This design comes from an exercise in tuning for small area on the open sky130 flow, not from production work. At most, simulation tests tie the RTL to the original design; equivalence was not proved. The RTL of run 8 was laid out without a check of its function. The flow treats the clock pin as an ideal source, which a real chip does not have. Power is estimated from default activity; no workload was simulated.

$ cat flow/config.mk
export PLATFORM = sky130hd
export DESIGN_NAME = motionIoTop
export DESIGN_NICKNAME = motionIoTop
export VERILOG_FILES = /design/flow/design.v
export SDC_FILE = /design/flow/constraint.sdc
export NUM_CORES = 4
export LEC_CHECK = 0
export CAP_MARGIN = 20
export CORE_MARGIN = 2
export CORE_UTILIZATION = 70
export SLEW_MARGIN = 20
$ cat flow/constraint.sdc
create_clock -name core_clock -period 10.0 [get_ports {OSC_FPGA}]
set_input_delay 2.0000 -clock core_clock [delete_from_list [all_inputs] [get_ports {OSC_FPGA}]]
set_output_delay 2.0000 -clock core_clock [all_outputs]
set_load 0.01 [all_outputs]
$ cat flow/design.v
package robotCfgPkg;
	typedef logic [7:0] percent_t;
	typedef logic [31:0] pulseWidth_t;
	typedef logic [31:0] encCount_t;
	localparam logic [31:0] framePeriodCycles = 32'd1100000;
	localparam logic [31:0] pulseLowLimit = 32'd50000;
	localparam logic [31:0] pulseRangeStep = 32'd250;
	localparam logic [31:0] centerPercent = 32'd100;
	localparam pulseWidth_t pulseRestWidth = pulseLowLimit + centerPercent * pulseRangeStep;
	localparam encCount_t encResetCount = 32'h80000000;
endpackage
package robotRegPkg;
	typedef logic [31:0] regWord_t;
	typedef logic [7:0] apbAddr_t;
	typedef enum logic [7:0] {
		CTRL        = 8'h00,
		LEFT_SPEED  = 8'h04,
		RIGHT_SPEED = 8'h08,
		PAN_POS     = 8'h0C,
		TILT_POS    = 8'h10,
		ENC_LEFT    = 8'h14,
		ENC_RIGHT   = 8'h18,
		BOARD_ID    = 8'h1C
	} regAddr_e;
	localparam int ctrlBits = 3;
	localparam logic [31:0] ctrlMotorSelBit = 32'd0;
	localparam logic [31:0] ctrlCamSelBit = 32'd1;
	localparam logic [31:0] ctrlAlarmBit = 32'd2;
	localparam logic [ctrlBits-1:0] ctrlResetValue = '0;
	localparam regWord_t boardIdWord = 32'hDEADBEEF;
endpackage
`timescale 1ns/1ps
module hostRegs (
	input  logic                   OSC_FPGA,
	input  logic                   arstN_i,
	input  logic                   psel_i,
	input  logic                   penable_i,
	input  logic                   pwrite_i,
	input  robotRegPkg::apbAddr_t  paddr_i,
	input  robotRegPkg::regWord_t  pwdata_i,
	output robotRegPkg::regWord_t  prdata_o,
	output logic                   pready_o,
	output logic                   pslverr_o,
	input  robotCfgPkg::encCount_t encLeft_i,
	input  robotCfgPkg::encCount_t encRight_i,
	output robotCfgPkg::percent_t  leftSpeed_o,
	output robotCfgPkg::percent_t  rightSpeed_o,
	output robotCfgPkg::percent_t  panPos_o,
	output robotCfgPkg::percent_t  tiltPos_o,
	output logic                   motorSel_o,
	output logic                   camSel_o,
	output logic                   alarm_o
);
	logic [robotRegPkg::ctrlBits-1:0] ctrlReg;
	robotCfgPkg::percent_t leftSpeedReg;
	robotCfgPkg::percent_t rightSpeedReg;
	robotCfgPkg::percent_t panPosReg;
	robotCfgPkg::percent_t tiltPosReg;
	logic [2:0] word;
	logic accessPhase;
	logic aligned;
	logic readOnly;
	logic writeEn;
	assign word = paddr_i[4:2];
	assign aligned = ~|{paddr_i[7:5], paddr_i[1:0]};
	assign readOnly = word[2] & (word[1] | word[0]);
	assign accessPhase = psel_i & penable_i;
	assign pready_o = accessPhase;
	assign pslverr_o = accessPhase & (~aligned | (pwrite_i & readOnly));
	assign writeEn = accessPhase & pwrite_i & aligned & ~readOnly;
	always_comb
	begin
		case (word)
			3'd0: prdata_o = robotRegPkg::regWord_t'(ctrlReg);
			3'd1: prdata_o = robotRegPkg::regWord_t'(leftSpeedReg);
			3'd2: prdata_o = robotRegPkg::regWord_t'(rightSpeedReg);
			3'd3: prdata_o = robotRegPkg::regWord_t'(panPosReg);
			3'd4: prdata_o = robotRegPkg::regWord_t'(tiltPosReg);
			3'd5: prdata_o = encLeft_i;
			3'd6: prdata_o = encRight_i;
			default: prdata_o = robotRegPkg::boardIdWord;
		endcase
	end
	always_ff @(posedge OSC_FPGA or negedge arstN_i)
	begin
		if (!arstN_i)
		begin
			ctrlReg <= robotRegPkg::ctrlResetValue;
			leftSpeedReg <= robotCfgPkg::percent_t'(robotCfgPkg::centerPercent);
			rightSpeedReg <= robotCfgPkg::percent_t'(robotCfgPkg::centerPercent);
			panPosReg <= robotCfgPkg::percent_t'(robotCfgPkg::centerPercent);
			tiltPosReg <= robotCfgPkg::percent_t'(robotCfgPkg::centerPercent);
		end
		else if (writeEn)
		begin
			case (word)
				3'd0: ctrlReg <= pwdata_i[robotRegPkg::ctrlBits-1:0];
				3'd1: leftSpeedReg <= pwdata_i[7:0];
				3'd2: rightSpeedReg <= pwdata_i[7:0];
				3'd3: panPosReg <= pwdata_i[7:0];
				3'd4: tiltPosReg <= pwdata_i[7:0];
				default: ;
			endcase
		end
	end
	assign leftSpeed_o = leftSpeedReg;
	assign rightSpeed_o = rightSpeedReg;
	assign panPos_o = panPosReg;
	assign tiltPos_o = tiltPosReg;
	assign motorSel_o = ctrlReg[robotRegPkg::ctrlMotorSelBit];
	assign camSel_o = ctrlReg[robotRegPkg::ctrlCamSelBit];
	assign alarm_o = ctrlReg[robotRegPkg::ctrlAlarmBit];
endmodule
`timescale 1ns/1ps
module servoFrame (
	input  logic       OSC_FPGA,
	input  logic       arstN_i,
	output logic       early_o,
	output logic       window_o,
	output logic [7:0] pos_o,
	output logic       load_o
);
	logic [7:0] lowDigit;
	logic [12:0] highDigit;
	logic [7:0] lowNext;
	logic lowWrap;
	logic highEnd;
	logic [13:0] highCarry;
	logic [12:0] highNext;
	logic frameWrap;
	assign lowWrap = (lowDigit == 8'd25);
	assign lowNext = {lowDigit[6], lowDigit[5] | lowWrap, lowDigit[4:0],
		lowDigit[7] ^ lowDigit[3] ^ lowDigit[2] ^ lowDigit[1]};
	always_comb
	begin
		highCarry[0] = lowWrap;
		for (int i = 0; i < 13; i++)
		begin
			highNext[i] = highDigit[i] ^ highCarry[i];
			highCarry[i+1] = highDigit[i] & highCarry[i];
		end
	end
	assign highEnd = highDigit[12] & highDigit[8] & highDigit[6] & highDigit[5]
		& highDigit[2] & highDigit[1] & highDigit[0];
	assign frameWrap = lowWrap & highEnd;
	always_ff @(posedge OSC_FPGA or negedge arstN_i)
	begin
		if (!arstN_i)
		begin
			lowDigit <= 8'd115;
			highDigit <= 13'd56;
		end
		else
		begin
			lowDigit <= lowNext;
			highDigit <= {highNext[12] & ~frameWrap, highNext[11:9],
				highNext[8] & ~frameWrap, highNext[7], highNext[6] & ~frameWrap,
				highNext[5], highNext[4] | frameWrap, highNext[3:0]};
		end
	end
	assign early_o = (highDigit[12:8] == 5'd0);
	assign window_o = (highDigit[12:8] == 5'd1);
	assign pos_o = highDigit[7:0];
	assign load_o = highEnd & (lowDigit == 8'd140);
endmodule
module servoChannel (
	input  logic                  OSC_FPGA,
	input  logic                  arstN_i,
	input  robotCfgPkg::percent_t setpoint_i,
	input  logic                  early_i,
	input  logic                  window_i,
	input  logic [7:0]            pos_i,
	input  logic                  load_i,
	input  logic                  genSel_i,
	input  logic                  rcIn_i,
	output logic                  pulse_o
);
	robotCfgPkg::percent_t activeSet;
	logic genPulse;
	always_ff @(posedge OSC_FPGA or negedge arstN_i)
	begin
		if (!arstN_i)
			activeSet <= robotCfgPkg::percent_t'(robotCfgPkg::centerPercent);
		else if (load_i)
			activeSet <= setpoint_i;
	end
	logic [8:0] carry;
	always_comb
	begin
		carry[0] = 1'b0;
		for (int i = 0; i < 8; i++)
			carry[i+1] = (activeSet[i] & ~pos_i[i]) | (carry[i] & (activeSet[i] | ~pos_i[i]));
	end
	assign genPulse = early_i | (window_i & carry[8]);
	assign pulse_o = genSel_i ? genPulse : rcIn_i;
endmodule
`timescale 1ns/1ps
module cntPair (
	input  logic       tIn,
	input  logic       dn,
	input  logic [1:0] c,
	output logic [1:0] cNext,
	output logic       tOut
);
	logic t1N;
	assign t1N = ~(tIn & (c[0] ^ dn));
	assign tOut = ~(t1N | ~(c[1] ^ dn));
	assign cNext = {~(c[1] ^ t1N), c[0] ^ tIn};
endmodule
module quadDecoder (
	input  logic                   OSC_FPGA,
	input  logic                   arstN_i,
	input  logic                   encA_i,
	input  logic                   encB_i,
	output robotCfgPkg::encCount_t count_o
);
	logic [1:0] syncA;
	logic [1:0] syncB;
	logic prevA;
	logic prevB;
	logic stepEn;
	logic stepDown;
	logic [16:0] carry;
	robotCfgPkg::encCount_t countReg;
	robotCfgPkg::encCount_t countNext;
	always_ff @(posedge OSC_FPGA or negedge arstN_i)
	begin
		if (!arstN_i)
		begin
			syncA <= '0;
			syncB <= '0;
			prevA <= 1'b0;
			prevB <= 1'b0;
		end
		else
		begin
			syncA <= {syncA[0], encA_i};
			syncB <= {syncB[0], encB_i};
			prevA <= syncA[1];
			prevB <= syncB[1];
		end
	end
	assign stepEn = syncA[1] ^ prevA ^ syncB[1] ^ prevB;
	assign stepDown = ~(syncA[1] ^ prevB);
	assign carry[0] = stepEn;
	for (genvar i = 0; i < 16; i++) begin : pairs
		cntPair pair (
			.tIn   (carry[i]),
			.dn    (stepDown),
			.c     (countReg[2*i+1:2*i]),
			.cNext (countNext[2*i+1:2*i]),
			.tOut  (carry[i+1])
		);
	end
	always_ff @(posedge OSC_FPGA or negedge arstN_i)
	begin
		if (!arstN_i)
			countReg <= robotCfgPkg::encResetCount;
		else
			countReg <= countNext;
	end
	assign count_o = countReg;
endmodule
`timescale 1ns/1ps
module motionIoTop (
	input  logic                  OSC_FPGA,
	input  logic                  arstN_i,
	input  logic                  psel_i,
	input  logic                  penable_i,
	input  logic                  pwrite_i,
	input  robotRegPkg::apbAddr_t paddr_i,
	input  robotRegPkg::regWord_t pwdata_i,
	output robotRegPkg::regWord_t prdata_o,
	output logic                  pready_o,
	output logic                  pslverr_o,
	input  logic                  rcLeftElev_i,
	input  logic                  rcRightAile_i,
	input  logic                  rcPanRudd_i,
	input  logic                  rcTiltThro_i,
	input  logic                  encLeftA_i,
	input  logic                  encLeftB_i,
	input  logic                  encRightA_i,
	input  logic                  encRightB_i,
	output logic                  motorLeft_o,
	output logic                  motorRight_o,
	output logic                  camPan_o,
	output logic                  camTilt_o,
	output logic                  alarm_o
);
	robotCfgPkg::percent_t leftSpeed;
	robotCfgPkg::percent_t rightSpeed;
	robotCfgPkg::percent_t panPos;
	robotCfgPkg::percent_t tiltPos;
	robotCfgPkg::encCount_t encLeftCount;
	robotCfgPkg::encCount_t encRightCount;
	logic motorSel;
	logic camSel;
	logic frameEarly;
	logic frameWindow;
	logic [7:0] framePos;
	logic frameLoad;
	hostRegs regs (
		.OSC_FPGA     (OSC_FPGA),
		.arstN_i      (arstN_i),
		.psel_i       (psel_i),
		.penable_i    (penable_i),
		.pwrite_i     (pwrite_i),
		.paddr_i      (paddr_i),
		.pwdata_i     (pwdata_i),
		.prdata_o     (prdata_o),
		.pready_o     (pready_o),
		.pslverr_o    (pslverr_o),
		.encLeft_i    (encLeftCount),
		.encRight_i   (encRightCount),
		.leftSpeed_o  (leftSpeed),
		.rightSpeed_o (rightSpeed),
		.panPos_o     (panPos),
		.tiltPos_o    (tiltPos),
		.motorSel_o   (motorSel),
		.camSel_o     (camSel),
		.alarm_o      (alarm_o)
	);
	servoFrame frame (
		.OSC_FPGA (OSC_FPGA),
		.arstN_i  (arstN_i),
		.early_o  (frameEarly),
		.window_o (frameWindow),
		.pos_o    (framePos),
		.load_o   (frameLoad)
	);
	servoChannel servoLeft (
		.OSC_FPGA   (OSC_FPGA),
		.arstN_i    (arstN_i),
		.early_i    (frameEarly),
		.window_i   (frameWindow),
		.pos_i      (framePos),
		.load_i     (frameLoad),
		.setpoint_i (leftSpeed),
		.genSel_i   (motorSel),
		.rcIn_i     (rcLeftElev_i),
		.pulse_o    (motorLeft_o)
	);
	servoChannel servoRight (
		.OSC_FPGA   (OSC_FPGA),
		.arstN_i    (arstN_i),
		.early_i    (frameEarly),
		.window_i   (frameWindow),
		.pos_i      (framePos),
		.load_i     (frameLoad),
		.setpoint_i (rightSpeed),
		.genSel_i   (motorSel),
		.rcIn_i     (rcRightAile_i),
		.pulse_o    (motorRight_o)
	);
	servoChannel servoPan (
		.OSC_FPGA   (OSC_FPGA),
		.arstN_i    (arstN_i),
		.early_i    (frameEarly),
		.window_i   (frameWindow),
		.pos_i      (framePos),
		.load_i     (frameLoad),
		.setpoint_i (panPos),
		.genSel_i   (camSel),
		.rcIn_i     (rcPanRudd_i),
		.pulse_o    (camPan_o)
	);
	servoChannel servoTilt (
		.OSC_FPGA   (OSC_FPGA),
		.arstN_i    (arstN_i),
		.early_i    (frameEarly),
		.window_i   (frameWindow),
		.pos_i      (framePos),
		.load_i     (frameLoad),
		.setpoint_i (tiltPos),
		.genSel_i   (camSel),
		.rcIn_i     (rcTiltThro_i),
		.pulse_o    (camTilt_o)
	);
	quadDecoder decLeft (
		.OSC_FPGA (OSC_FPGA),
		.arstN_i  (arstN_i),
		.encA_i   (encLeftA_i),
		.encB_i   (encLeftB_i),
		.count_o  (encLeftCount)
	);
	quadDecoder decRight (
		.OSC_FPGA (OSC_FPGA),
		.arstN_i  (arstN_i),
		.encA_i   (encRightA_i),
		.encB_i   (encRightB_i),
		.count_o  (encRightCount)
	);
endmodule
$ cat flow/flow/run.sh
#!/bin/bash
# The standard ORFS layout (standard.sh), with these changes:
#  - ABC maps for area: the stock script sizes every path for a 10 ps target
#  - the two-bit counter slices (cntPair) are mapped on their own, then
#    flattened like the rest
#  - the muxes that feed flip-flop enables get a shared inverted select,
#    so ABC can use AND-OR cells for them
#  - port buffers use the smallest buffer cell
#  - the clock tree uses clkbuf_8 and no dummy loads, then each of its
#    buffers that can drive its flip-flops well enough becomes a clkbuf_4
set -euo pipefail
W=$(pwd)
rm -rf "$W/scripts_own"
cp -r "$FLOW_HOME/scripts" "$W/scripts_own"
cp "$W/flow/abc_map.script" "$W/scripts_own/abc_speed.script"
# after the clock tree is built, shrink the buffers that can be shrunk
sed -i "s|^log_cmd clock_tree_synthesis {\*}\$cts_args\$|&\nsource $W/flow/shrink_clk.tcl|" "$W/scripts_own/cts.tcl"
grep -q "shrink_clk.tcl" "$W/scripts_own/cts.tcl"
# before ABC, split the flip-flop enable muxes (ffmux_split.tcl)
sed -i "s|^  log_cmd abc {\*}\$abc_args\$|  source $W/flow/ffmux_split.tcl\n&|" "$W/scripts_own/synth.tcl"
grep -q "ffmux_split.tcl" "$W/scripts_own/synth.tcl"
bash "$W/standard.sh" SCRIPTS_DIR="$W/scripts_own" \
	SYNTH_KEEP_MODULES=cntPair \
	BUFFER_PORTS_ARGS="-buffer_cell sky130_fd_sc_hd__buf_1" \
	CTS_ARGS="$(cat "$W/flow/cts_args.txt")" \
	finish > "$W/make_finish.log" 2>&1
$ cat flow/flow/abc_map.script
strash
&get -n
&fraig -x
&put
scorr
dc2
strash
&get -n
&dch -f
&nf -R 1000 -p
&put
$ cat flow/flow/cts_args.txt
-sink_clustering_enable -repair_clock_nets -dont_use_dummy_load -buf_list sky130_fd_sc_hd__clkbuf_8
$ cat flow/flow/ffmux_split.tcl
# Sourced by synth.tcl just before ABC maps the logic. The enable of each
# flip-flop reaches its D pin as a mux; give each such mux an explicit
# inverted select, one inverter per select after merging, so that ABC can
# build the hold path from AND-OR cells that share it.
set ffmux_map [file join [file dirname [info script]] mux_split.v]
select -set ffmux {t:sky130_fd_sc_hd__df*} {%ci2:+[D,Y]} {t:$_MUX_} %i
if { [llength [tee -q -s result.string select -list @ffmux]] > 0 } {
  techmap -map $ffmux_map @ffmux
  techmap
  opt_merge -share_all
}
select -clear
$ cat flow/flow/mux_split.v
module \$_MUX_ (A, B, S, Y);
	input A, B, S;
	output Y;
	wire SN;
	sky130_fd_sc_hd__inv_1 _TECHMAP_REPLACE_.sel_inv (.A(S), .Y(SN));
	assign Y = (S & B) | (SN & A);
endmodule
$ cat flow/flow/shrink_clk.tcl
# After TritonCTS: swap each clock buffer for a smaller one when every
# flip-flop clock pin keeps its estimated slew under the limit (in ns).
proc shrink_clock_buffers { small limit } {
  set block [ord::get_db_block]
  set n 0
  foreach inst [$block getInsts] {
    set name [$inst getName]
    if { ![string match clkbuf_* $name] } { continue }
    set old [[$inst getMaster] getName]
    if { $old eq $small } { continue }
    replace_cell $name $small
    estimate_parasitics -placement
    set worst 0
    foreach pin [get_pins -hierarchical */CLK] {
      set s [get_property $pin slew_max]
      if { $s > $worst } { set worst $s }
    }
    if { $worst > $limit } {
      replace_cell $name $old
      estimate_parasitics -placement
    } else {
      incr n
    }
  }
  puts "shrink_clock_buffers: $n clock buffers now $small"
}
set_propagated_clock [all_clocks]
estimate_parasitics -placement
shrink_clock_buffers sky130_fd_sc_hd__clkbuf_4 0.112
$ cat flow/standard.sh
#!/bin/bash
# synth_recipe.tcl (not shown) runs the flow's synth.tcl, then flattens the netlist and writes it again
# the make line also repeats each setting of config.mk as NAME=value (left out here)
make -C /OpenROAD-flow-scripts/flow DESIGN_CONFIG=/design/flow/config.mk WORK_HOME=/design/flow/orfs CLKGATE_MAP_FILE= SYNTH_SCRIPT=/design/flow/synth_recipe.tcl "${@:-finish}"
==> results_dict.tcl, run 1 <==
set metrics [dict create \
    cp-end-kind "flop" \
    grt_pass1_wl_microns 24800 \
    gp_congestion 0.945 \
    fin_tns_setup_ps 0 \
    antenna_found_initial 0 \
    max_slew_margin 0.217 \
    path_max_fanout 32 \
    p_leak_nw 3.71 \
    synth_area_sq_um 7430 \
    slowest_stage "buf_4" \
    routed_wl_microns 15100 \
    vias_per_cell 6.14 \
    cts_tree "built" \
    die_h_microns 107 \
    antennaDiodeCount 0 \
    hold_class "reg2reg" \
    status "no timing/DRC/antenna violations" \
    post_cts_buffers 0 \
    drt_iter0_drc 316 \
    syn-mean-instance-area_sq_um 12.3 \
    vdd_drop_max_mv 0.100 \
    crit_arrival_ps 6560 \
    area_growth_pct 8.95 \
    core-area_sq_um 10300 \
    fp.dieArea_sq_um 11500 \
    numCtsBuffers 17 \
    fp-row-count 37 \
    fin_util 0.785 \
    via_count 5109 \
    tightest_slew_ps 1170 \
    p_per_area_nw_per_um2 150 \
    worstSetupPathType "reg2reg" \
    nets 763 \
    dr.pass1.iters 6 \
    layout.area.seq_sq_um 4150 \
    chipWidth_microns 107 \
    ios 92 \
    overflow 0 \
    crit_path_start_kind "flop" \
    ys_warn_count 4 \
    top_regs "decLeft.countReg (32), decRight.countReg (32), frame.highDigit (13)" \
    grt_pass1_vias 5255 \
    initial_utilization 0.720 \
    finalCritPeriodShare 0.608 \
    wl_per_cell_microns 18.2 \
    min_period_ps 6080 \
    hold_violations 0 \
    clk_latency_ps 550 \
    drc_errors 0 \
    drive_gt1_frac 0.0934 \
    portBuffers 67 \
    max_stage_delay_ps 450 \
    holdBufCountCts 0 \
    clock_sinks 164 \
    rsz0062_at_grt "no" \
    grt_max_degree 89 \
    drv_cap 0 \
    ant_nets 0 \
    syn-num-nets 669 \
    multi_input_area_sq_um 3260 \
    hpwl_microns 10500 \
    skew_ps 46.9 \
    netlist_instances 604 \
    nFillCells 658 \
    max_freq_mhz 164 \
    final-max-slew-violation-count 0 \
    grt_usage 0.282 \
    clk_pin_slew_worst_paths_ps 110 \
    crit_top_cell "nand2_1" \
    setup_viol 0 \
    cp.required_ps 10480 \
    post_cts_resized 0 \
]
-- path summary, 6_finish.rpt --
| kind | startpoint | endpoint | slack, ps | cells after the start |
|---|---|---|---|---|
| setup / recovery | decRight.prevB$_DFF_PN0_ | decRight.countReg[31]$_DFF_PN1_ | 3920 | 35 |
| hold / removal | decLeft.syncA[0]$_DFF_PN0_ | decLeft.syncA[1]$_DFF_PN0_ | 340 | 0 |
| setup reg to reg | decRight.prevB$_DFF_PN0_ | decRight.countReg[31]$_DFF_PN1_ | 3920 | 35 |
| hold reg to reg | decLeft.syncA[0]$_DFF_PN0_ | decLeft.syncA[1]$_DFF_PN0_ | 340 | 0 |
| max in group asynchronous | arstN_i | decRight.prevB$_DFF_PN0_ | 6930 | 3 |
| min in group asynchronous | arstN_i | servoTilt.activeSet[0]$_DFFE_PN0P_ | 1620 | 2 |
-- cell usage in the layout, fill, tap and decap left out, types with 7 or more instances in the layout --
cell type  count
dfrtp_1      130
nor2_1        34
xnor2_1       66
xor2_1        68
a21oi_1        9
nand3_1        7
buf_1         66
buf_4          7
maj3_1        11
o21ai_0        7
nor2b_1        8
ha_1          12
clkbuf_4      15
a22oi_1        9
clkinv_1       8
nand2_1       43
a221o_1       17
dfstp_2       34
a22o_1        77
-- where the power goes --
group / total, mW / switching (mW) / internal, mW
Sequential: 0.763 / 0.0522 / 0.711
Clock: 0.278 / 0.188 / 0.0903
Combinational: 0.177 / 0.0926 / 0.0845
Total: 1.22 / 0.333 / 0.886
-- layout make-up --
| cell class | instances | share of cell area |
|---|---|---|
| Tap cell | 136 | 0.0210 |
| Multi-Input combinational cell | 426 | 0.403 |
| Clock buffer | 17 | 0.0181 |
| Sequential cell | 164 | 0.512 |
| Inverter | 14 | 0.00649 |
| Timing Repair Buffer | 75 | 0.0394 |
-- through the flow --
step / hold WS [ps] / total power, mW / std cells / cell area, sq um / setup slack (ps)
floorplan: 331 / 0.894 / 604 / 7430 / 2880
finish: 336 / 1.22 / 832 / 8100 / 3920
CTS: 339 / 1.23 / 832 / 8090 / 3860
global route: 357 / 1.28 / 832 / 8100 / 3180
detailed placement: 335 / 0.952 / 815 / 7940 / 3860
global placement: 333 / 0.942 / 815 / 7940 / 4050
-- worst max-delay path, delay by kind of cell (launching register included) --
family | cells | cell delay [ps]
flip-flops | 1 | 400
XOR/XNOR | 3 | 510
buffers and inverters | 1 | 450
AND/OR/NAND/NOR | 31 | 4690
-- routing by layer --
layer | global-route usage | vias to the layer above | wire length [microns]
li1 | - | 2377 | -
met2 | 0.479 | 158 | 7930
met1 | 0.339 | 2553 | 6210
met4 | 0.118 | 0 | 192
met5 | 0 | - | 0
met3 | 0.0790 | 21 | 777
==> inputs of run 2 (changes only) <==
--- a/flow/flow/shrink_clk.tcl
+++ b/flow/flow/shrink_clk.tcl
@@ -28,2 +28,2 @@
 estimate_parasitics -placement
-shrink_clock_buffers sky130_fd_sc_hd__clkbuf_4 0.112
+shrink_clock_buffers sky130_fd_sc_hd__clkbuf_4 0.100
--- a/flow/config.mk
+++ b/flow/config.mk
@@ -9,3 +9,3 @@
 export CORE_MARGIN = 2
-export CORE_UTILIZATION = 70
+export CORE_UTILIZATION = 80
 export SLEW_MARGIN = 20
==> results_dict.tcl, run 2 <==
set metrics [dict create \
    status "no timing/DRC/antenna violations" \
    ys_warn_count 4 \
    max_freq_mhz 151 \
    final-max-slew-violation-count 0 \
    grt_pass1_wl_microns 26900 \
    dr.pass1.iters 6 \
    drt_iter0_drc 423 \
    numCtsBuffers 17 \
    path_depth 35 \
    syn-num-nets 669 \
    setup_ws_ps 3360 \
    fp-row-count 35 \
    layout_common_cells "dfrtp_1 (130), a22o_1 (77), xor2_1 (68), xnor2_1 (66), buf_1 (66)" \
    layout.area.seq_sq_um 4150 \
    nFillCells 424 \
    routed_wl_microns 16600 \
    fp.dieArea_sq_um 10100 \
    holdPathStages 0 \
    cts_tree "built" \
    p_per_area_nw_per_um2 155 \
    path_max_fanout 32 \
    ant_nets 0 \
    hold_violations 0 \
    tightest_slew_ps 1090 \
    rsz0062_at_grt "no" \
    reg2regPathDepth 35 \
    ios 92 \
    setup_viol 0 \
    design_area_sq_um 8100 \
    crit_top_cell "nand2_1" \
    cp.required_ps 10470 \
    clock_sinks 164 \
    fin_util 0.889 \
    antenna_found_initial 0 \
    clk_pin_slew_worst_paths_ps 90 \
    hpwl_microns 11100 \
    p_total_mw 1.25 \
    fin_tns_setup_ps 0 \
    worst-path-buf-inv 1 \
    p_leak_nw 3.73 \
    min_period_ps 6640 \
    holdBufCountCts 0 \
    top_regs "decLeft.countReg (32), decRight.countReg (32), frame.highDigit (13)" \
    critical-path-top-delay-family "simple AND/OR/NAND/NOR gates" \
    syn-mean-instance-area_sq_um 12.3 \
    clk_latency_ps 550 \
    post_cts_buffers 0 \
    slowest_stage "buf_4" \
    antennaDiodeCount 0 \
    grt_max_degree 74 \
    drive_gt1_frac 0.0934 \
    hold_class "reg2reg" \
    dp_slack_ps 3750 \
    max_slew_margin 0.272 \
    area_growth_pct 8.90 \
    vias_per_cell 6.60 \
    crit_path_start_kind "flop" \
    synth_area_sq_um 7430 \
    grt_pass1_vias 5606 \
    post_cts_resized 0 \
    initial_utilization 0.816 \
    vdd_drop_max_mv 0.0995 \
    post-place-cells 790 \
    crit_arrival_ps 7110 \
    multi_input_area_sq_um 3260 \
    hold_slack_ps 353 \
    nets 763 \
    grt_usage 0.352 \
    overflow 0 \
    netlist_instances 604 \
    die_h_microns 100 \
    worstSetupPathType "reg2reg" \
    core-area_sq_um 9110 \
    postPlaceCellArea_sq_um 7910 \
    chipWidth_microns 100 \
    drc_errors 0 \
    gp_congestion 0.917 \
    final_cells 807 \
    final_common_cell "dfrtp_1" \
    portBuffers 67 \
    skew_ps 27.2 \
    max_stage_delay_ps 490 \
    via_count 5324 \
    drv_cap 0 \
    wl_per_cell_microns 20.5 \
    cp-end-kind "flop" \
    finalCritPeriodShare 0.664 \
]
-- run 2: changes by cell type in the layout (fill, tap and decap cells not counted) --
cell	previous run	this run
nor3b_1	3	2
buf_6	1	0
buf_4	7	8
nor3b_2	1	2
nor3_2	2	1
clkbuf_4	15	10
clkbuf_8	3	8
nor3_1	3	4
-- run 2: layout make-up --
type                       count  share of cell area
tap                          111              0.0172
sequential                   164               0.512
multi-input combinational    426               0.403
clock buffer                  17              0.0219
timing repair buffer          75              0.0389
inverter                      14             0.00649
-- run 2: metal layers --
metal	global-route usage	vias up	wire length, microns
li1	-	2379	-
met1	0.408	2632	6440
met2	0.602	250	8560
met3	0.0975	63	944
met4	0.178	0	622
met5	0	-	0
-- run 2: worst paths after layout --
path / startpoint / to / slack, ps
worst max-delay path: decRight.prevB$_DFF_PN0_ / decRight.countReg[31]$_DFF_PN1_ / 3360
worst min-delay path: decLeft.syncA[0]$_DFF_PN0_ / decLeft.syncA[1]$_DFF_PN0_ / 350
worst max register to register: decRight.prevB$_DFF_PN0_ / decRight.countReg[31]$_DFF_PN1_ / 3360
worst min register to register: decLeft.syncA[0]$_DFF_PN0_ / decLeft.syncA[1]$_DFF_PN0_ / 350
max in group asynchronous: arstN_i / servoRight.activeSet[4]$_DFFE_PN0P_ / 7280
min in group asynchronous: arstN_i / regs.rightSpeedReg[1]$_DFFE_PN0P_ / 1450
-- run 2: worst register-to-register path, delay by kind of cell, from the launching register on --
kind,cells,cell delay (ps)
simple gates,31,5100
xor+xnor,3,570
buf+inv,1,490
flops,1,430
-- run 2: power by group --
part	internal, mW	switching [mW]	leakage (nW)
sequential	0.711	0.0565	2.11
clock	0.111	0.192	0.0989
combinational	0.0845	0.0996	1.52
==> inputs of run 3 (changes only) <==
--- a/flow/config.mk
+++ b/flow/config.mk
@@ -9,3 +9,3 @@
 export CORE_MARGIN = 2
-export CORE_UTILIZATION = 80
+export CORE_UTILIZATION = 88
 export SLEW_MARGIN = 20
==> results_dict.tcl, run 3 <==
set metrics [dict create \
    netlist_instances 604 \
    fp-row-count 33 \
    initial_utilization 0.905 \
    failing_step "3_3_place_gp" \
    ios 92 \
    syn-num-nets 669 \
    firstError "[ERROR GPL-0301] Utilization 101.060 % exceeds 100%." \
    status "aborted with a tool error" \
    syn-mean-instance-area_sq_um 12.3 \
    ys_warn_count 4 \
    chipWidth_microns 95.9 \
    portBuffers 67 \
    die_h_microns 95.9 \
    synth_area_sq_um 7430 \
]
==> inputs of run 4 (changes only) <==
--- a/flow/config.mk
+++ b/flow/config.mk
@@ -9,3 +9,3 @@
 export CORE_MARGIN = 2
-export CORE_UTILIZATION = 88
+export CORE_UTILIZATION = 70
 export SLEW_MARGIN = 20
==> results_dict.tcl, run 4 <==
set metrics [dict create \
    layout.area.seq_sq_um 4150 \
    reg2regPathDepth 35 \
    rrSetupSlack_ps 3860 \
    top_regs "decLeft.countReg (32), decRight.countReg (32), frame.highDigit (13)" \
    max_stage_delay_ps 450 \
    dr.pass1.iters 5 \
    top_usage_layer "met2" \
    status "no timing/DRC/antenna violations" \
    dp_slack_ps 3860 \
    cts_tree "built" \
    pwr-share-clk 0.252 \
    multi_input_area_sq_um 3260 \
    hold_class "reg2reg" \
    routed_wl_microns 15300 \
    numCtsBuffers 17 \
    timing.rr.end "decRight.countReg[31]$_DFF_PN1_" \
    antennaDiodeCount 0 \
    via_count 5158 \
    crit_path_start_kind "flop" \
    cp.required_ps 10480 \
    finalCritPeriodShare 0.614 \
    hold_violations 0 \
    rsz0062_at_grt "no" \
    final_common_cell "dfrtp_1" \
    cp-end-kind "flop" \
    chipWidth_microns 107 \
    p_seq_frac 0.607 \
    ios 92 \
    drive_gt1_frac 0.0934 \
    drt_iter0_drc 320 \
    swShare 0.269 \
    setup_ws_ps 3860 \
    tightest_slew_ps 1190 \
    fp.dieArea_sq_um 11500 \
    clk_pin_slew_worst_paths_ps 90 \
    initial_utilization 0.720 \
    layout_common_cells "dfrtp_1 (130), a22o_1 (77), xor2_1 (68), xnor2_1 (66), buf_1 (66)" \
    setup_viol 0 \
    grt_max_degree 89 \
    gp_congestion 0.945 \
    nFillCells 654 \
    slowest_stage "buf_4" \
    holdPathStages 0 \
    area_growth_pct 9.63 \
    max_freq_mhz 163 \
    overflow 0 \
    final_cells 832 \
    nets 763 \
    syn-mean-instance-area_sq_um 12.3 \
    max_slew_margin 0.202 \
    grt_usage 0.285 \
    fin_tns_setup_ps 0 \
    grt_pass1_vias 5291 \
    ys_warn_count 4 \
    post_cts_resized 0 \
    core-area_sq_um 10300 \
    antenna_found_initial 0 \
    fp-row-count 37 \
    synth_area_sq_um 7430 \
    netlist_instances 604 \
    use_met3 0.0754 \
    wl_per_cell_microns 18.4 \
    netSwitchingPower_mw 0.339 \
    clock_sinks 164 \
    crit_top_cell "nand2_1" \
    die_h_microns 107 \
    use_met1 0.346 \
    min_period_ps 6140 \
    power_frac_comb 0.141 \
    p_per_area_nw_per_um2 154 \
    post_cts_buffers 0 \
    internal_power_mw 0.919 \
    hpwl_microns 10500 \
    path_max_fanout 32 \
    ant_nets 0 \
    r2r_start "decRight.prevB$_DFF_PN0_" \
    vdd_drop_max_mv 0.0985 \
    holdBufCountCts 0 \
    met2_usage 0.483 \
    p_leak_nw 3.73 \
    portBuffers 67 \
    skew_ps 33.1 \
    grt_pass1_wl_microns 25100 \
    worstSetupPathType "reg2reg" \
    crit_arrival_ps 6610 \
    min_to "decLeft.syncA[1]$_DFF_PN0_" \
    p_total_mw 1.26 \
    drv_cap 0 \
    hold_start "decLeft.syncA[0]$_DFF_PN0_" \
    clk_latency_ps 580 \
    syn-num-nets 669 \
    vias_per_cell 6.20 \
    drc_errors 0 \
    final-max-slew-violation-count 0 \
    post-place-cells 815 \
]
[run 4: power by group through the flow]
stage	Sequential (mW)	Combinational (mW)	Clock, mW
6_report	0.764	0.177	0.317
4_1_cts	0.764	0.177	0.322
2_1_floorplan	0.764	0.129	0
3_3_place_gp	0.772	0.171	0
5_1_grt	0.772	0.196	0.351
3_5_place_dp	0.776	0.176	0
[run 4: final cells by class]
class,instances,area share
multi-input cells,426,0.401
inverters,14,0.00645
flip-flops and latches,164,0.509
repair buffers,75,0.0392
well taps,136,0.0209
clock buffers,17,0.0241
[run 4: worst max path at each step]
| stage | start | to | slack [ps] | depth (start not counted) |
|---|---|---|---|---|
| global route | decRight.prevB$_DFF_PN0_ | decRight.countReg[31]$_DFF_PN1_ | 3120 | 35 |
| global placement | decLeft.prevB$_DFF_PN0_ | decLeft.countReg[31]$_DFF_PN1_ | 4050 | 35 |
| floorplan | decLeft.syncA[1]$_DFF_PN0_ | decLeft.countReg[31]$_DFF_PN1_ | 2880 | 34 |
| detailed placement | decLeft.prevB$_DFF_PN0_ | decLeft.countReg[31]$_DFF_PN1_ | 3860 | 35 |
| CTS | decLeft.prevB$_DFF_PN0_ | decLeft.countReg[31]$_DFF_PN1_ | 3820 | 35 |
| finish | decRight.prevB$_DFF_PN0_ | decRight.countReg[31]$_DFF_PN1_ | 3860 | 35 |
[run 4: critical path: cells and delay by family, from the launching register on]
family,cells,cell delay [ps]
AND/OR/NAND/NOR,31,4680
buffers and inverters,1,450
flip-flops,1,400
XOR/XNOR,3,510
[run 4: metal layers]
layer | part of all wire | vias to the layer above | wire, microns
li1 | - | 2368 | -
met1 | 0.41 | 2553 | 6210
met2 | 0.52 | 200 | 7950
met3 | 0.057 | 37 | 879
met4 | 0.018 | 0 | 283
met5 | 0 | - | 0
[run 4: stage by stage]
stage	area, sq um	hold WS [ps]	util
5_1_grt	8150	356	0.789
2_1_floorplan	7430	331	-
4_1_cts	8140	338	0.788
3_5_place_dp	7940	335	0.769
6_report	8150	334	0.789
3_3_place_gp	7940	333	0.769
==> inputs of run 5 (changes only) <==
--- a/flow/flow/shrink_clk.tcl
+++ b/flow/flow/shrink_clk.tcl
@@ -28,2 +28,2 @@
 estimate_parasitics -placement
-shrink_clock_buffers sky130_fd_sc_hd__clkbuf_4 0.100
+shrink_clock_buffers sky130_fd_sc_hd__clkbuf_4 0.106
--- a/flow/config.mk
+++ b/flow/config.mk
@@ -9,3 +9,4 @@
 export CORE_MARGIN = 2
-export CORE_UTILIZATION = 70
+export CORE_UTILIZATION = 80
+export GPL_TIMING_DRIVEN = 0
 export SLEW_MARGIN = 20
==> results_dict.tcl, run 5 <==
set metrics [dict create \
    finalCritPeriodShare 0.635 \
    drt_iter0_drc 298 \
    rsz0062_at_grt "no" \
    p_per_area_nw_per_um2 153 \
    final-max-slew-violation-count 0 \
    synth_area_sq_um 7430 \
    cp.required_ps 10450 \
    hold_class "reg2reg" \
    die_h_microns 100 \
    worstSetupPathType "reg2reg" \
    wl_per_cell_microns 21.4 \
    drc_errors 0 \
    clk_latency_ps 540 \
    numCtsBuffers 17 \
    clock_sinks 164 \
    p_leak_nw 3.78 \
    max_stage_delay_ps 660 \
    top_regs "decLeft.countReg (32), decRight.countReg (32), frame.highDigit (13)" \
    fp.dieArea_sq_um 10100 \
    hold_violations 0 \
    gp_congestion 0.891 \
    drv_cap 0 \
    slowest_stage "xnor2_2" \
    path_max_fanout 10 \
    layout_common_cells "dfrtp_1 (130), a22o_1 (77), xor2_1 (68), xnor2_1 (66), buf_1 (66)" \
    hpwl_microns 12000 \
    dp_slack_ps 3750 \
    crit_arrival_ps 6800 \
    routed_wl_microns 17400 \
    ant_nets 0 \
    final_common_cell "dfrtp_1" \
    clk_pin_slew_worst_paths_ps 100 \
    overflow 0 \
    ys_warn_count 4 \
    grt_pass1_vias 5699 \
    cp-end-kind "flop" \
    nets 769 \
    syn-num-nets 669 \
    crit_top_cell "nand2_1" \
    syn-mean-instance-area_sq_um 12.3 \
    vias_per_cell 6.80 \
    dr.pass1.iters 10 \
    netlist_instances 604 \
    nFillCells 387 \
    area_growth_pct 10.6 \
    via_count 5527 \
    antennaDiodeCount 0 \
    status "no timing/DRC/antenna violations" \
    setup_ws_ps 3650 \
    post_cts_buffers 0 \
    holdBufCountCts 0 \
    chipWidth_microns 100 \
    post_cts_resized 0 \
    max_freq_mhz 158 \
    cts_tree "built" \
    max_slew_margin 0.243 \
    tightest_slew_ps 1130 \
    vdd_drop_max_mv 0.103 \
    multi_input_area_sq_um 3270 \
    antenna_found_initial 0 \
    initial_utilization 0.816 \
    grt_usage 0.365 \
    fp-row-count 35 \
    drive_gt1_frac 0.104 \
    grt_max_degree 37 \
    grt_pass1_wl_microns 28000 \
    crit_path_start_kind "flop" \
    portBuffers 67 \
    min_period_ps 6350 \
    layout.area.seq_sq_um 4150 \
    ios 92 \
    setup_viol 0 \
    fin_tns_setup_ps 0 \
    skew_ps 33.2 \
    core-area_sq_um 9110 \
]
run 5: path summary, 6_finish.rpt:
| path | from | slack (ps) | endpoint | depth (start not counted) |
|---|---|---|---|---|
| max | decLeft.prevB$_DFF_PN0_ | 3650 | decLeft.countReg[31]$_DFF_PN1_ | 34 |
| min | decRight.syncA[0]$_DFF_PN0_ | 360 | decRight.syncA[1]$_DFF_PN0_ | 0 |
| max reg2reg | decLeft.prevB$_DFF_PN0_ | 3650 | decLeft.countReg[31]$_DFF_PN1_ | 34 |
| min reg2reg | decRight.syncA[0]$_DFF_PN0_ | 360 | decRight.syncA[1]$_DFF_PN0_ | 0 |
| max in group asynchronous | arstN_i | 7890 | decRight.countReg[31]$_DFF_PN1_ | 3 |
| min in group asynchronous | arstN_i | 1330 | frame.highDigit[1]$_DFF_PN0_ | 1 |
run 5: where the power goes:
group          switching, mW  leakage [nW]  internal (mW)
sequential            0.0551          2.11          0.711
clock                  0.196        0.0937          0.103
combinational          0.103          1.58         0.0917
total                  0.354          3.78          0.906
run 5: final cells by class:
type                            instances  area share
Inverter                               14     0.00639
Clock buffer                           17      0.0201
Multi-Input combinational cell        426       0.398
Tap cell                              111      0.0169
Sequential cell                       164       0.505
Timing Repair Buffer                   81      0.0545
run 5: metal layers:
layer	global-route usage	part of all wire	vias up
met5	0	0	-
met4	0.195	0.055	0
met3	0.0919	0.074	84
met2	0.624	0.51	304
met1	0.425	0.36	2745
li1	-	-	2394
run 5: stage by stage:
stage	hold WS [ps]	power [mW]	utilization	std cells	area (sq um)
2_1_floorplan	331	0.894	-	604	7430
3_3_place_gp	333	0.940	0.859	782	7820
3_5_place_dp	339	0.966	0.882	795	8040
4_1_cts	359	1.26	0.901	812	8200
5_1_grt	372	1.31	0.902	813	8220
6_report	361	1.26	0.902	813	8220
run 5: critical path, delay by kind of cell, from the launching register on:
family | cells | cell delay [ps]
flip-flops | 1 | 410
XOR/XNOR | 3 | 1060
AND/OR/NAND/NOR | 31 | 4800
==> inputs of run 6 (changes only) <==
--- a/flow/config.mk
+++ b/flow/config.mk
@@ -10,3 +10,2 @@
 export CORE_UTILIZATION = 80
-export GPL_TIMING_DRIVEN = 0
 export SLEW_MARGIN = 20
==> results_dict.tcl, run 6 <==
set metrics [dict create \
    wl_per_cell_microns 20.1 \
    nFillCells 424 \
    netSwitchingPower_mw 0.340 \
    clk_pin_slew_worst_paths_ps 90 \
    ant_nets 0 \
    chipWidth_microns 100 \
    holdBufCountCts 0 \
    core-area_sq_um 9110 \
    ys_warn_count 4 \
    worstSetupPathType "reg2reg" \
    startpoint "decLeft.prevB$_DFF_PN0_" \
    netlist_instances 604 \
    rsz0062_at_grt "no" \
    dr.pass1.iters 6 \
    p_seq_frac 0.618 \
    tightest_slew_ps 1070 \
    cp-end-kind "flop" \
    final_common_cell "dfrtp_1" \
    antenna_found_initial 0 \
    clock_sinks 164 \
    drt_iter0_drc 424 \
    area_growth_pct 8.74 \
    crit_arrival_ps 6890 \
    top_regs "decLeft.countReg (32), decRight.countReg (32), frame.highDigit (13)" \
    hold_slack_ps 352 \
    p_per_area_nw_per_um2 153 \
    overflow 0 \
    gp_congestion 0.917 \
    syn-num-nets 669 \
    max_stage_delay_ps 480 \
    fin_tns_setup_ps 0 \
    endpoint "decLeft.countReg[31]$_DFF_PN1_" \
    power_frac_comb 0.147 \
    hold_violations 0 \
    layout.area.seq_sq_um 4150 \
    multi_input_area_sq_um 3260 \
    drc_errors 0 \
    portBuffers 67 \
    vdd_drop_max_mv 0.0992 \
    grt_pass1_wl_microns 26700 \
    max_slew_margin 0.284 \
    skew_ps 33.0 \
    drv_cap 0 \
    initial_utilization 0.816 \
    vias_per_cell 6.47 \
    max_freq_mhz 155 \
    timing.rr.end "decLeft.countReg[31]$_DFF_PN1_" \
    slowest_stage "buf_4" \
    hold_class "reg2reg" \
    min_period_ps 6440 \
    post_cts_resized 0 \
    crit_path_start_kind "flop" \
    rrSetupSlack_ps 3560 \
    setup_viol 0 \
    pwr-share-clk 0.234 \
    nets 763 \
    ios 92 \
    clk_latency_ps 540 \
    antennaDiodeCount 0 \
    final-max-slew-violation-count 0 \
    fp.dieArea_sq_um 10100 \
    reg2regPathDepth 35 \
    layout_common_cells "dfrtp_1 (130), a22o_1 (77), xor2_1 (68), xnor2_1 (66), buf_1 (66)" \
    status "no timing/DRC/antenna violations" \
    grt_usage 0.348 \
    path_max_fanout 31 \
    grt_max_degree 74 \
    fp-row-count 35 \
    finalCritPeriodShare 0.644 \
    swShare 0.275 \
    crit_top_cell "nand2_1" \
    syn-mean-instance-area_sq_um 12.3 \
    post_cts_buffers 0 \
    cp.required_ps 10450 \
    cts_tree "built" \
    p_leak_nw 3.72 \
    via_count 5220 \
    synth_area_sq_um 7430 \
    fin_util 0.887 \
    numCtsBuffers 17 \
    internal_power_mw 0.898 \
    drive_gt1_frac 0.0934 \
    hpwl_microns 11100 \
    die_h_microns 100 \
    routed_wl_microns 16200 \
    r2r_start "decLeft.prevB$_DFF_PN0_" \
    grt_pass1_vias 5541 \
]
==> run 6: worst min-delay path by stage <==
stage                           startpoint                           to  slack [ps]  depth (start not counted)
6_report        decLeft.syncA[0]$_DFF_PN0_   decLeft.syncA[1]$_DFF_PN0_         350                          0
4_1_cts         decLeft.syncA[0]$_DFF_PN0_   decLeft.syncA[1]$_DFF_PN0_         360                          0
3_5_place_dp    decLeft.syncA[0]$_DFF_PN0_   decLeft.syncA[1]$_DFF_PN0_         340                          0
2_1_floorplan   decLeft.syncA[0]$_DFF_PN0_   decLeft.syncA[1]$_DFF_PN0_         330                          0
3_3_place_gp    decLeft.syncA[0]$_DFF_PN0_   decLeft.syncA[1]$_DFF_PN0_         330                          0
5_1_grt        decRight.syncA[0]$_DFF_PN0_  decRight.syncA[1]$_DFF_PN0_         370                          0
==> run 6: layout make-up <==
class / count / area share
sequential: 164 / 0.513
multi-input combinational: 426 / 0.404
timing repair buffer: 75 / 0.0390
inverter: 14 / 0.00650
tap: 111 / 0.0172
clock buffer: 17 / 0.0204
==> run 6: routing by layer <==
layer,part of all wire,GRT usage,up-vias
li1,-,-,2383
met1,0.39,0.406,2575
met2,0.51,0.592,212
met3,0.061,0.0940,50
met4,0.036,0.179,0
met5,0,0,-
==> run 6: power by group through the flow <==
stage / clock network, mW / logic [mW] / registers, mW
after detailed placement: 0 / 0.179 / 0.777
after floorplan: 0 / 0.129 / 0.764
after global placement: 0 / 0.170 / 0.772
final: 0.290 / 0.183 / 0.766
after global routing: 0.317 / 0.201 / 0.774
after CTS: 0.294 / 0.182 / 0.765
==> run 6: stage by stage <==
| stage | area, sq um | worst slack, ps | power, mW | instances |
|---|---|---|---|---|
| after floorplan | 7430 | 2880 | 0.894 | 604 |
| after global placement | 7910 | 4080 | 0.941 | 790 |
| after detailed placement | 7910 | 3750 | 0.956 | 790 |
| after CTS | 8070 | 3620 | 1.24 | 807 |
| after global routing | 8080 | 2840 | 1.29 | 807 |
| final | 8080 | 3560 | 1.24 | 807 |
==> run 6: critical path, delay by kind of cell, from the launching register on <==
kind                      cells  cell delay [ps]
buffers and inverters         1              480
and+or+nand+nor              31             4970
xor gates and xnor gates      3              520
DFF                           1              410
==> inputs of run 7 (changes only) <==
--- a/flow/config.mk
+++ b/flow/config.mk
@@ -9,3 +9,3 @@
 export CORE_MARGIN = 2
-export CORE_UTILIZATION = 80
+export CORE_UTILIZATION = 84
 export SLEW_MARGIN = 20
==> results_dict.tcl, run 7 <==
set metrics [dict create \
    status "no timing/DRC/antenna violations" \
    hold_class "reg2reg" \
    p_seq_frac 0.611 \
    syn-mean-instance-area_sq_um 12.3 \
    setup_viol 0 \
    holdBufCountCts 0 \
    core-area_sq_um 8640 \
    min_period_ps 7240 \
    area_growth_pct 8.42 \
    initial_utilization 0.861 \
    synth_area_sq_um 7430 \
    post_cts_resized 0 \
    r2r_start "decRight.prevB$_DFF_PN0_" \
    hpwl_microns 12300 \
    top_regs "decLeft.countReg (32), decRight.countReg (32), frame.highDigit (13)" \
    holdPathStages 0 \
    final-max-slew-violation-count 0 \
    p_per_area_nw_per_um2 156 \
    slowest_stage "buf_4" \
    fp.dieArea_sq_um 9620 \
    wl_per_cell_microns 24.8 \
    antenna_found_initial 0 \
    max_stage_delay_ps 470 \
    chipWidth_microns 98.1 \
    vias_per_cell 7.22 \
    setup_ws_ps 2760 \
    hold_start "decRight.syncA[0]$_DFF_PN0_" \
    cp.required_ps 10430 \
    critical-path-top-delay-family "simple AND/OR/NAND/NOR gates" \
    numCtsBuffers 17 \
    clock_sinks 164 \
    ios 92 \
    finalCritPeriodShare 0.724 \
    crit_path_start_kind "flop" \
    grt_max_degree 70 \
    overflow 0 \
    drc_errors 0 \
    antennaDiodeCount 0 \
    netlist_instances 604 \
    min_to "decRight.syncA[1]$_DFF_PN0_" \
    rrSetupSlack_ps 2760 \
    crit_top_cell "nand2_1" \
    dp_slack_ps 3430 \
    nFillCells 277 \
    ant_nets 0 \
    grt_usage 0.441 \
    ys_warn_count 4 \
    netSwitchingPower_mw 0.370 \
    worstSetupPathType "reg2reg" \
    final_cells 803 \
    die_h_microns 98.1 \
    dr.pass1.iters 9 \
    via_count 5801 \
    skew_ps 26.2 \
    max_slew_margin 0.236 \
    grt_pass1_wl_microns 32300 \
    layout_common_cells "dfrtp_1 (130), a22o_1 (77), xor2_1 (68), xnor2_1 (66), buf_1 (66)" \
    crit_arrival_ps 7670 \
    drt_iter0_drc 648 \
    reg2regPathDepth 35 \
    hold_violations 0 \
    drive_gt1_frac 0.0921 \
    clk_pin_slew_worst_paths_ps 90 \
    vdd_drop_max_mv 0.103 \
    nets 762 \
    fin_util 0.933 \
    p_leak_nw 3.71 \
    power_frac_comb 0.157 \
    layout.area.seq_sq_um 4150 \
    post_cts_buffers 0 \
    final_common_cell "dfrtp_1" \
    cp-end-kind "flop" \
    portBuffers 67 \
    tightest_slew_ps 1140 \
    swShare 0.294 \
    path_max_fanout 32 \
    multi_input_area_sq_um 3260 \
    syn-num-nets 669 \
    p_total_mw 1.26 \
    gp_congestion 0.849 \
    grt_pass1_vias 6109 \
    fp-row-count 34 \
    cts_tree "built" \
    rsz0062_at_grt "no" \
    fin_tns_setup_ps 0 \
    internal_power_mw 0.890 \
    routed_wl_microns 19900 \
    clk_latency_ps 530 \
    drv_cap 0 \
    post-place-cells 786 \
    timing.rr.end "decRight.countReg[31]$_DFF_PN1_" \
    max_freq_mhz 138 \
    pwr-share-clk 0.232 \
    worst-path-buf-inv 1 \
]
run 7: changes by cell type in the layout (fill, tap and decap cells not counted), sizes merged:
cell	change
buf	-1
run 7: worst max-delay path by stage:
| stage | from | endpoint | slack [ps] | depth (start not counted) |
|---|---|---|---|---|
| global route | decRight.prevB$_DFF_PN0_ | decRight.countReg[31]$_DFF_PN1_ | 2470 | 35 |
| CTS | decRight.prevB$_DFF_PN0_ | decRight.countReg[31]$_DFF_PN1_ | 3010 | 35 |
| detailed placement | decLeft.prevB$_DFF_PN0_ | decLeft.countReg[31]$_DFF_PN1_ | 3430 | 35 |
| floorplan | decLeft.syncA[1]$_DFF_PN0_ | decLeft.countReg[31]$_DFF_PN1_ | 2880 | 34 |
| finish | decRight.prevB$_DFF_PN0_ | decRight.countReg[31]$_DFF_PN1_ | 2760 | 35 |
| global placement | decLeft.prevB$_DFF_PN0_ | decLeft.countReg[31]$_DFF_PN1_ | 4100 | 35 |
run 7: area by class of cell:
| class | count | area share |
|---|---|---|
| repair buffers | 74 | 0.0382 |
| well taps | 108 | 0.0168 |
| inverters | 14 | 0.00652 |
| clock buffers | 17 | 0.0189 |
| flip-flops and latches | 164 | 0.515 |
| multi-input cells | 426 | 0.405 |
run 7: per-layer routing:
metal,vias to the layer above,wire (microns),global-route usage
li1,2379,-,-
met1,2844,6920,0.540
met2,449,10200,0.740
met3,129,1680,0.0981
met4,0,1110,0.234
met5,-,0,0
run 7: power groups by stage:
stage | clock network [mW] | registers [mW] | logic [mW]
floorplan | 0 | 0.764 | 0.129
global placement | 0 | 0.771 | 0.169
detailed placement | 0 | 0.779 | 0.184
CTS | 0.289 | 0.768 | 0.193
global route | 0.314 | 0.774 | 0.212
finish | 0.292 | 0.770 | 0.198
run 7: metrics by stage:
step / hold WS, ps / instance area, sq um
finish: 357 / 8060
global route: 366 / 8060
CTS: 361 / 8050
detailed placement: 338 / 7900
global placement: 333 / 7900
floorplan: 331 / 7430
==> inputs of run 8 (changes only) <==
--- a/flow/design.v
+++ b/flow/design.v
@@ -32,2 +32,15 @@
 `timescale 1ns/1ps
+module regDecode (
+	input  logic       writeEn_i,
+	input  logic [2:0] word_i,
+	output logic [4:0] take_o,
+	output logic [4:0] hold_o
+);
+	always_comb
+	begin
+		for (int i = 0; i < 5; i++)
+			take_o[i] = writeEn_i & (word_i == 3'(i));
+		hold_o = ~take_o;
+	end
+endmodule
 module hostRegs (
@@ -83,2 +96,10 @@
 	end
+	logic [4:0] take;
+	logic [4:0] hold;
+	regDecode decode (
+		.writeEn_i (writeEn),
+		.word_i    (word),
+		.take_o    (take),
+		.hold_o    (hold)
+	);
 	always_ff @(posedge OSC_FPGA or negedge arstN_i)
@@ -93,12 +114,9 @@
 		end
-		else if (writeEn)
+		else
 		begin
-			case (word)
-				3'd0: ctrlReg <= pwdata_i[robotRegPkg::ctrlBits-1:0];
-				3'd1: leftSpeedReg <= pwdata_i[7:0];
-				3'd2: rightSpeedReg <= pwdata_i[7:0];
-				3'd3: panPosReg <= pwdata_i[7:0];
-				3'd4: tiltPosReg <= pwdata_i[7:0];
-				default: ;
-			endcase
+			ctrlReg <= ({3{take[0]}} & pwdata_i[robotRegPkg::ctrlBits-1:0]) | ({3{hold[0]}} & ctrlReg);
+			leftSpeedReg <= ({8{take[1]}} & pwdata_i[7:0]) | ({8{hold[1]}} & leftSpeedReg);
+			rightSpeedReg <= ({8{take[2]}} & pwdata_i[7:0]) | ({8{hold[2]}} & rightSpeedReg);
+			panPosReg <= ({8{take[3]}} & pwdata_i[7:0]) | ({8{hold[3]}} & panPosReg);
+			tiltPosReg <= ({8{take[4]}} & pwdata_i[7:0]) | ({8{hold[4]}} & tiltPosReg);
 		end
@@ -114,2 +132,11 @@
 `timescale 1ns/1ps
+module frameLoad (
+	input  logic highEnd_i,
+	input  logic lowLast_i,
+	output logic load_o,
+	output logic hold_o
+);
+	assign load_o = highEnd_i & lowLast_i;
+	assign hold_o = ~load_o;
+endmodule
 module servoFrame (
@@ -120,3 +147,4 @@
 	output logic [7:0] pos_o,
-	output logic       load_o
+	output logic       load_o,
+	output logic       hold_o
 );
@@ -163,3 +191,8 @@
 	assign pos_o = highDigit[7:0];
-	assign load_o = highEnd & (lowDigit == 8'd140);
+	frameLoad loadGate (
+		.highEnd_i  (highEnd),
+		.lowLast_i  (lowDigit == 8'd140),
+		.load_o     (load_o),
+		.hold_o     (hold_o)
+	);
 endmodule
@@ -173,2 +206,3 @@
 	input  logic                  load_i,
+	input  logic                  hold_i,
 	input  logic                  genSel_i,
@@ -183,4 +217,4 @@
 			activeSet <= robotCfgPkg::percent_t'(robotCfgPkg::centerPercent);
-		else if (load_i)
-			activeSet <= setpoint_i;
+		else
+			activeSet <= ({8{load_i}} & setpoint_i) | ({8{hold_i}} & activeSet);
 	end
@@ -301,2 +335,3 @@
 	logic frameLoad;
+	logic frameHold;
 	hostRegs regs (
@@ -328,3 +363,4 @@
 		.pos_o    (framePos),
-		.load_o   (frameLoad)
+		.load_o   (frameLoad),
+		.hold_o   (frameHold)
 	);
@@ -337,2 +373,3 @@
 		.load_i     (frameLoad),
+		.hold_i     (frameHold),
 		.setpoint_i (leftSpeed),
@@ -349,2 +386,3 @@
 		.load_i     (frameLoad),
+		.hold_i     (frameHold),
 		.setpoint_i (rightSpeed),
@@ -361,2 +399,3 @@
 		.load_i     (frameLoad),
+		.hold_i     (frameHold),
 		.setpoint_i (panPos),
@@ -373,2 +412,3 @@
 		.load_i     (frameLoad),
+		.hold_i     (frameHold),
 		.setpoint_i (tiltPos),
==> flow/flow/run.sh (replaced) <==
#!/bin/bash
# The standard ORFS layout (standard.sh), with these changes:
#  - ABC maps for area: the stock script sizes every path for a 10 ps target
#  - the two-bit counter slices (cntPair) and the write strobe makers
#    (regDecode, frameLoad) are mapped on their own, then
#    flattened like the rest
#  - port buffers use the smallest buffer cell
#  - the clock tree uses small buffers and no dummy loads
set -euo pipefail
W=$(pwd)
rm -rf "$W/scripts_own"
cp -r "$FLOW_HOME/scripts" "$W/scripts_own"
cp "$W/flow/abc_map.script" "$W/scripts_own/abc_speed.script"
bash "$W/standard.sh" SCRIPTS_DIR="$W/scripts_own" \
	"SYNTH_KEEP_MODULES=cntPair regDecode frameLoad" \
	BUFFER_PORTS_ARGS="-buffer_cell sky130_fd_sc_hd__buf_1" \
	CTS_ARGS="$(cat "$W/flow/cts_args.txt")" \
	finish > "$W/make_finish.log" 2>&1
==> flow/flow/cts_args.txt (replaced) <==
-sink_clustering_enable -repair_clock_nets -dont_use_dummy_load -buf_list sky130_fd_sc_hd__clkbuf_8 -sink_clustering_size 30 -sink_clustering_max_diameter 100
--- a/flow/config.mk
+++ b/flow/config.mk
@@ -9,3 +9,3 @@
 export CORE_MARGIN = 2
-export CORE_UTILIZATION = 84
+export CORE_UTILIZATION = 70
 export SLEW_MARGIN = 20
removed: flow/flow/ffmux_split.tcl
removed: flow/flow/mux_split.v
removed: flow/flow/shrink_clk.tcl
==> results_dict.tcl, run 8 <==
set metrics [dict create \
    status "no timing/DRC/antenna violations" \
    hold_class "reg2reg" \
    post_cts_resized 0 \
    nFillCells 647 \
    final_cells 837 \
    clk_pin_slew_worst_paths_ps 70 \
    p_per_area_nw_per_um2 158 \
    dr.pass1.iters 5 \
    netlist_instances 610 \
    max_stage_delay_ps 460 \
    worst-path-buf-inv 1 \
    fin_tns_setup_ps 0 \
    holdPathStages 0 \
    vdd_drop_max_mv 0.152 \
    routed_wl_microns 16200 \
    nets 768 \
    cp.required_ps 10370 \
    rrSetupSlack_ps 3670 \
    grt_max_degree 85 \
    top_regs "decLeft.countReg (32), decRight.countReg (32), frame.highDigit (13)" \
    ant_nets 0 \
    post_cts_buffers 0 \
    ys_warn_count 5 \
    antennaDiodeCount 0 \
    setup_viol 0 \
    core-area_sq_um 10300 \
    crit_path_start_kind "flop" \
    clock_sinks 164 \
    vias_per_cell 6.27 \
    numCtsBuffers 17 \
    final_common_cell "dfrtp_1" \
    fp.dieArea_sq_um 11500 \
    wl_per_cell_microns 19.4 \
    htree_num_levels 4 \
    skew_ps 16.8 \
    path_max_fanout 32 \
    overflow 0 \
    drt_iter0_drc 469 \
    final-max-slew-violation-count 0 \
    drc_errors 0 \
    hold_start "decRight.syncA[0]$_DFF_PN0_" \
    antenna_found_initial 0 \
    min_period_ps 6330 \
    cts-root-buf "clkbuf_8" \
    tightest_slew_ps 1130 \
    holdBufCountCts 0 \
    grt_usage 0.308 \
    cp-end-kind "flop" \
    worstSetupPathType "reg2reg" \
    clk_latency_ps 450 \
    grt_pass1_wl_microns 26800 \
    max_slew_margin 0.246 \
    max_freq_mhz 158 \
    ios 92 \
    crit_top_cell "nand2_1" \
    postPlaceCellArea_sq_um 7950 \
    grt_pass1_vias 5260 \
    synth_area_sq_um 7450 \
    p_leak_nw 3.74 \
    die_h_microns 107 \
    crit_arrival_ps 6690 \
    max-clock-path-buffers 2 \
    finalCritPeriodShare 0.633 \
    area_growth_pct 10.2 \
    post-place-cells 820 \
    fp-row-count 37 \
    design_area_sq_um 8200 \
    cts_tree "built" \
    min_to "decRight.syncA[1]$_DFF_PN0_" \
    chipWidth_microns 107 \
    slowest_stage "buf_4" \
    gp_congestion 0.884 \
    critical-path-top-delay-family "simple AND/OR/NAND/NOR gates" \
    reg2regPathDepth 35 \
    initial_utilization 0.721 \
    drv_cap 0 \
    timing.rr.end "decLeft.countReg[31]$_DFF_PN1_" \
    syn-num-nets 675 \
    drive_gt1_frac 0.0913 \
    hpwl_microns 11000 \
    hold_violations 0 \
    syn-mean-instance-area_sq_um 12.2 \
    rsz0062_at_grt "no" \
    via_count 5247 \
    r2r_start "decLeft.prevB$_DFF_PN0_" \
    p_total_mw 1.30 \
    portBuffers 67 \
    layout_common_cells "dfrtp_1 (130), a22o_1 (77), xor2_1 (67), xnor2_1 (67), buf_1 (66)" \
]
-- run 8: layer usage --
layer  global-route usage  routed length [microns]  vias up
met5                    0                        0        -
met2                0.493                     8060      173
li1                     -                        -     2392
met4                0.116                      331        0
met1                0.409                     6960     2661
met3               0.0772                      896       21
-- run 8: cell type report --
type / instances / area [sq um] / area share
multi-input cells: 431 / 3280 / 0.400
flip-flops and latches: 164 / 4150 / 0.505
repair buffers: 74 / 315 / 0.0384
well taps: 136 / 170 / 0.0207
inverters: 15 / 56.3 / 0.00686
clock buffers: 17 / 234 / 0.0285
-- run 8: stage by stage --
stage	setup WS, ps	hold WS, ps	util
final	3670	353	0.795
after global placement	3760	332	0.769
after detailed placement	3490	337	0.770
after CTS	3420	354	0.793
after floorplan	2880	331	-
after global routing	2800	358	0.795
-- run 8: worst max path at each step --
stage,from,endpoint,depth (start not counted)
2_1_floorplan,decLeft.syncA[1]$_DFF_PN0_,decLeft.countReg[31]$_DFF_PN1_,34
3_3_place_gp,decRight.prevB$_DFF_PN0_,decRight.countReg[31]$_DFF_PN1_,34
3_5_place_dp,decRight.prevB$_DFF_PN0_,decRight.countReg[31]$_DFF_PN1_,34
4_1_cts,decRight.prevB$_DFF_PN0_,decRight.countReg[31]$_DFF_PN1_,34
5_1_grt,decLeft.prevB$_DFF_PN0_,decLeft.countReg[31]$_DFF_PN1_,35
6_report,decLeft.prevB$_DFF_PN0_,decLeft.countReg[31]$_DFF_PN1_,35
-- run 8: worst register-to-register path: cells and delay by family (launching register included) --
| family | cells | cell delay [ps] |
|---|---|---|
| simple gates | 31 | 4860 |
| buf+inv | 1 | 460 |
| flops | 1 | 400 |
| xor+xnor | 3 | 540 |
-- run 8: where the power goes --
group          internal (mW)  leakage [nW]  switching [mW]  total [mW]
clock                  0.150         0.122           0.197       0.347
sequential             0.712          2.11          0.0564       0.768
combinational         0.0865          1.51          0.0956       0.182
total                  0.948          3.74           0.349        1.30

[static timing again, ports no longer ideal]
Ports are ideal in the flow. The routed layouts listed here were re-timed in OpenROAD.
Step 1: set_driving_cell puts a clkbuf_16 on OSC_FPGA and a buf_2 on each other input, an assumption about the parent block.
Step 2 adds t to the input delays and takes it off the output delays; t is the mean of the earliest and latest rising clock arrival at the registers after step 1. Input paths then give back, and output paths get back, about the clock's delay inside the block.
Slacks: ideal / step 1 / step 2; pairs: ideal / step 1.
run | t, ns | setup WS [ns] | worst setup path after step 2 | latest minus earliest clock arrival (ns) | worst data-port slew with drivers (ns)
run 1 | 0.559 | 3.920 / 3.920 / 3.920 | register to register | 0.047 / 0.046 | 0.06
run 2 | 0.569 | 3.357 / 3.357 / 3.357 | register to register | 0.028 / 0.028 | 0.06
run 4 | 0.593 | 3.863 / 3.863 / 3.863 | register to register | 0.036 / 0.036 | 0.06
run 5 | 0.564 | 3.654 / 3.654 / 3.654 | register to register | 0.033 / 0.033 | 0.05
run 6 | 0.556 | 3.565 / 3.565 / 3.565 | register to register | 0.033 / 0.034 | 0.06
run 7 | 0.555 | 2.763 / 2.763 / 2.763 | register to register | 0.030 / 0.030 | 0.06
run 8 | 0.475 | 3.674 / 3.674 / 3.674 | register to register | 0.017 / 0.017 | 0.06
After both steps every run listed still meets setup and hold.
